This is an optimization exercise on Yosys and OpenROAD, whose aim is small area, a short achievable clock period and few clock cycles per item, not a production implementation. Function was checked by simulation only, so behaviour that the tests miss may differ from the original. Power figures rest on the tool's default switching activity, not on a simulated workload.

// execCluster
module execCluster
(
    input  logic           clk,
    input  logic           rst,
    input  logic           inValid,
    output logic           inReady,
    input  logic [128:0]   inPkt,      
    output logic           outValid,
    input  logic           outReady,
    output logic [136:0]   outPkt      
);
    logic [128:0] nx;     
    logic [31:0] iIns, iPc, iRs, iRt, iRtRev, iB, iX, iA, iSImm;
    logic        iIrq, iIsR, iIsBr, iSub, iCi, iEq, iRsZero, iTk;
    logic [5:0]  iOp, iFn;
    logic [15:0] iImm, iF;
    assign iIns  = nx[128:97];
    assign iPc   = nx[96:65];
    assign iRs   = nx[64:33];
    assign iRt   = nx[32:1];
    assign iIrq  = nx[0];
    assign iOp   = iIns[31:26];
    assign iFn   = iIns[5:0];
    assign iImm  = iIns[15:0];
    assign iSImm = {{16{iImm[15]}}, iImm};
    assign iIsR  = (iOp == 6'h00);
    assign iIsBr = (iOp == 6'h01) | (iOp[5:2] == 4'b0001);
    assign iSub  = iIsR ? (iFn == 6'h22 || iFn == 6'h23 || iFn == 6'h2a || iFn == 6'h2b)
                        : (iOp == 6'h0a || iOp == 6'h0b);
    always_comb begin
        for (int i = 0; i < 32; i++) iRtRev[i] = iRt[31-i];
    end
    assign iB    = iIsR ? ((iFn == 6'h00) ? iRtRev : iRt) : iIsBr ? {iSImm[29:0], 2'b00} : (iOp == 6'h0f) ? {iImm, 16'd0}
  ...
clock: 6.5 ns
lec_check: 0
abc_clock_period_in_ps: 2000
cap_margin: 20
core_margin: 2
core_utilization: 60
place_density: 0.7
setup_slack_margin: 3.3
slew_margin: 20
standard.sh (not shown) runs the stock make flow with config.mk's settings and CLKGATE_MAP_FILE= SYNTH_SCRIPT=/design/flow/synth_recipe.tcl, a recipe that flattens the netlist after the stock synthesis.
==> flow/flow/run.sh <==
#!/bin/bash
# The standard ORFS layout, with the smallest buffer as the port buffer
# cell (every input and output port still gets its own buffer).
set -euo pipefail
bash standard.sh "BUFFER_PORTS_ARGS=-buffer_cell sky130_fd_sc_hd__buf_1" finish > standard_flow.log 2>&1
Testbench counts at the start, summed over its fixed seeds: cycles 8,299, items 7,200.
Change:
- CORE_UTILIZATION: 60 -> 70
- PLACE_DENSITY: 0.7 -> 0.8
The new run produced a clean layout; fmax shrinks by a little under a tenth; die area shrinks by about a fifth; utilization grows by 11 points; hold slack improved by 12 ps.
Change:
- CORE_UTILIZATION: 70 -> 50
- CTS_CLUSTER_DIAMETER: unset -> 100
- CTS_CLUSTER_SIZE: unset -> 30
- GPL_ROUTABILITY_DRIVEN: unset -> 0
- PLACE_DENSITY: 0.8 -> 0.65
After rerunning: Power shrinks by 13%. First-iteration DRC count shrinks by 23%. Area after synthesis does not change. Non-clock buffer count shrinks by 22. Via count shrinks by 13%. Worst setup slack improves by 420 ps. Maximum frequency grows by 13%. Final cell count grows by 4.4%.
Change:
- GPL_ROUTABILITY_DRIVEN: 0 -> unset
- SETUP_SLACK_MARGIN: 3.3 -> 3.5
What happened:
- via count went up by 1.0%
- worst hold slack improves by 3.2 ps
- count of clock-buffer cells in the layout increases by 5
- power rose by 3.2%
- setup slack gains 110 ps
- maximum frequency came out higher by 3.6%
- final area grows by 2.8%
Change:
- CORE_UTILIZATION: 50 -> 55
- PLACE_DENSITY: 0.65 -> 0.7
- SETUP_SLACK_MARGIN: 3.5 -> 3.6
What happened:
- The new run produced a clean layout
- global-route usage rises by 5.2 points
- die area falls by a little under a tenth
- synthesized area is unchanged
- final area is higher by a few percent
- routed wire length goes up by a few percent
- setup slack gets better by 6.0 ps

* * *

Starting RTL as in the previous note.
==> flow/config.mk <==
export PLATFORM = sky130hd
export DESIGN_NAME = execCluster
export DESIGN_NICKNAME = execCluster
export VERILOG_FILES = /design/flow/design.v
export SDC_FILE = /design/flow/constraint.sdc
export NUM_CORES = 4
export LEC_CHECK = 0
export ABC_CLOCK_PERIOD_IN_PS = 2000
export CAP_MARGIN = 20
export CORE_MARGIN = 2
export CORE_UTILIZATION = 50
export CTS_CLUSTER_DIAMETER = 100
export CTS_CLUSTER_SIZE = 30
export PLACE_DENSITY = 0.65
export SETUP_SLACK_MARGIN = 3.8
export SLEW_MARGIN = 20
==> flow/constraint.sdc <==
create_clock -name core_clock -period 6.5 [get_ports {clk}]
set_input_delay 1.3000 -clock core_clock [delete_from_list [all_inputs] [get_ports {clk}]]
set_output_delay 1.3000 -clock core_clock [all_outputs]
set_load 0.01 [all_outputs]
Scripts as last shown in full above: flow/flow/run.sh
Testbench counts at the start, summed over its fixed seeds: cycles 8,299, items 7,200.
Then changed:
- CORE_UTILIZATION: 50 -> 60
- CTS_CLUSTER_DIAMETER: 100 -> not set
- CTS_CLUSTER_SIZE: 30 -> not set
- PLACE_DENSITY: 0.65 -> 0.7
- SETUP_SLACK_MARGIN: 3.8 -> 2.9
Global-route usage goes up by 3.0 points.
Worst hold slack gets worse by 0.011 ns.
Total power drops by about 9%.
Final area shrinks by 14%.
Via count goes down by 7.4%.
Worst setup slack got worse by 0.47 ns.
Final cell count goes down by about 10%.
Maximum frequency drops by about 13%.
Wire length goes down by 13%.
Then changed:
- CORE_UTILIZATION: 60 -> 50
- CTS_CLUSTER_DIAMETER: not set -> 100
- CTS_CLUSTER_SIZE: not set -> 30
- GPL_ROUTABILITY_DRIVEN: not set -> 0
- PLACE_DENSITY: 0.7 -> 0.65
- SETUP_SLACK_MARGIN: 2.9 -> 3.5
Fmax went up by 13%.
Clock-buffer cell count shrinks by 33.
Wire length drops by 0.31%.
First-iteration DRC count is higher by 32%.
Worst setup slack is better by 0.42 ns.
Global-route usage came out lower by 7.1 points.
Final area came out higher by 2.7%.
Via count increases by 0.76%.
Synthesized area is unchanged.
Worst hold slack gets better by 0.010 ns.
Core utilization is lower by 9.5 points.
Then changed:
- CORE_UTILIZATION: 50 -> 60
- GPL_ROUTABILITY_DRIVEN: 0 -> not set
- PLACE_DENSITY: 0.65 -> 0.7
- SETUP_SLACK_MARGIN: 3.5 -> 3.3
Critical path depth rises by 5. Worst setup slack is worse by 0.14 ns. Wire length rises by 2.0%.

-- re-timing with driven ports --
No port has a modelled driver above. Below, the same layouts with a new extraction and two added sets of constraints.
Step 1 (the two cells are an assumption about what drives the block):
set clk [get_ports {clk}]
set_driving_cell -lib_cell sky130_fd_sc_hd__clkbuf_16 $clk
set_driving_cell -lib_cell sky130_fd_sc_hd__buf_2 [delete_from_list [all_inputs] $clk]
Step 2 times the ports against the registers' clock, not the clock port: input delays grow and output delays shrink by t, the midpoint of the rising clock arrivals with the driver on.
Three values: no drivers, after step 1, after step 2; two values: the first two.
| run | t, ns | slack for setup (ns) | worst register clock-pin slew, ns | cell pins on the clock port's net |
|---|---|---|---|---|
| the first run of note 1 | 0.682 | 3.188 / 3.188 / 3.053 | 0.07 / 0.07 | 1 |
| the second run of note 1 | 0.697 | 2.866 / 2.866 / 2.866 | 0.09 / 0.09 | 1 |
| the third run of note 1 | 0.679 | 3.283 / 3.283 / 3.158 | 0.12 / 0.12 | 1 |
| the fourth run of note 1 | 0.667 | 3.395 / 3.337 / 3.211 | 0.12 / 0.12 | 1 |
| the fifth run of note 1 | 0.676 | 3.401 / 3.338 / 3.106 | 0.11 / 0.11 | 1 |
| the first run of note 2 | 0.668 | 3.437 / 3.372 / 3.380 | 0.12 / 0.12 | 1 |
| the second run of note 2 | 0.678 | 2.971 / 2.971 / 2.971 | 0.07 / 0.07 | 1 |
| the third run of note 2 | 0.681 | 3.390 / 3.324 / 3.156 | 0.12 / 0.12 | 1 |
| the fourth run of note 2 | 0.638 | 3.250 / 3.250 / 3.119 | 0.12 / 0.12 | 1 |
After both steps every run listed still meets setup and hold. For the fifth run of note 1, which loses most, drivers alone change the setup slack by -0.063 ns; drivers and shift together by -0.295 ns.
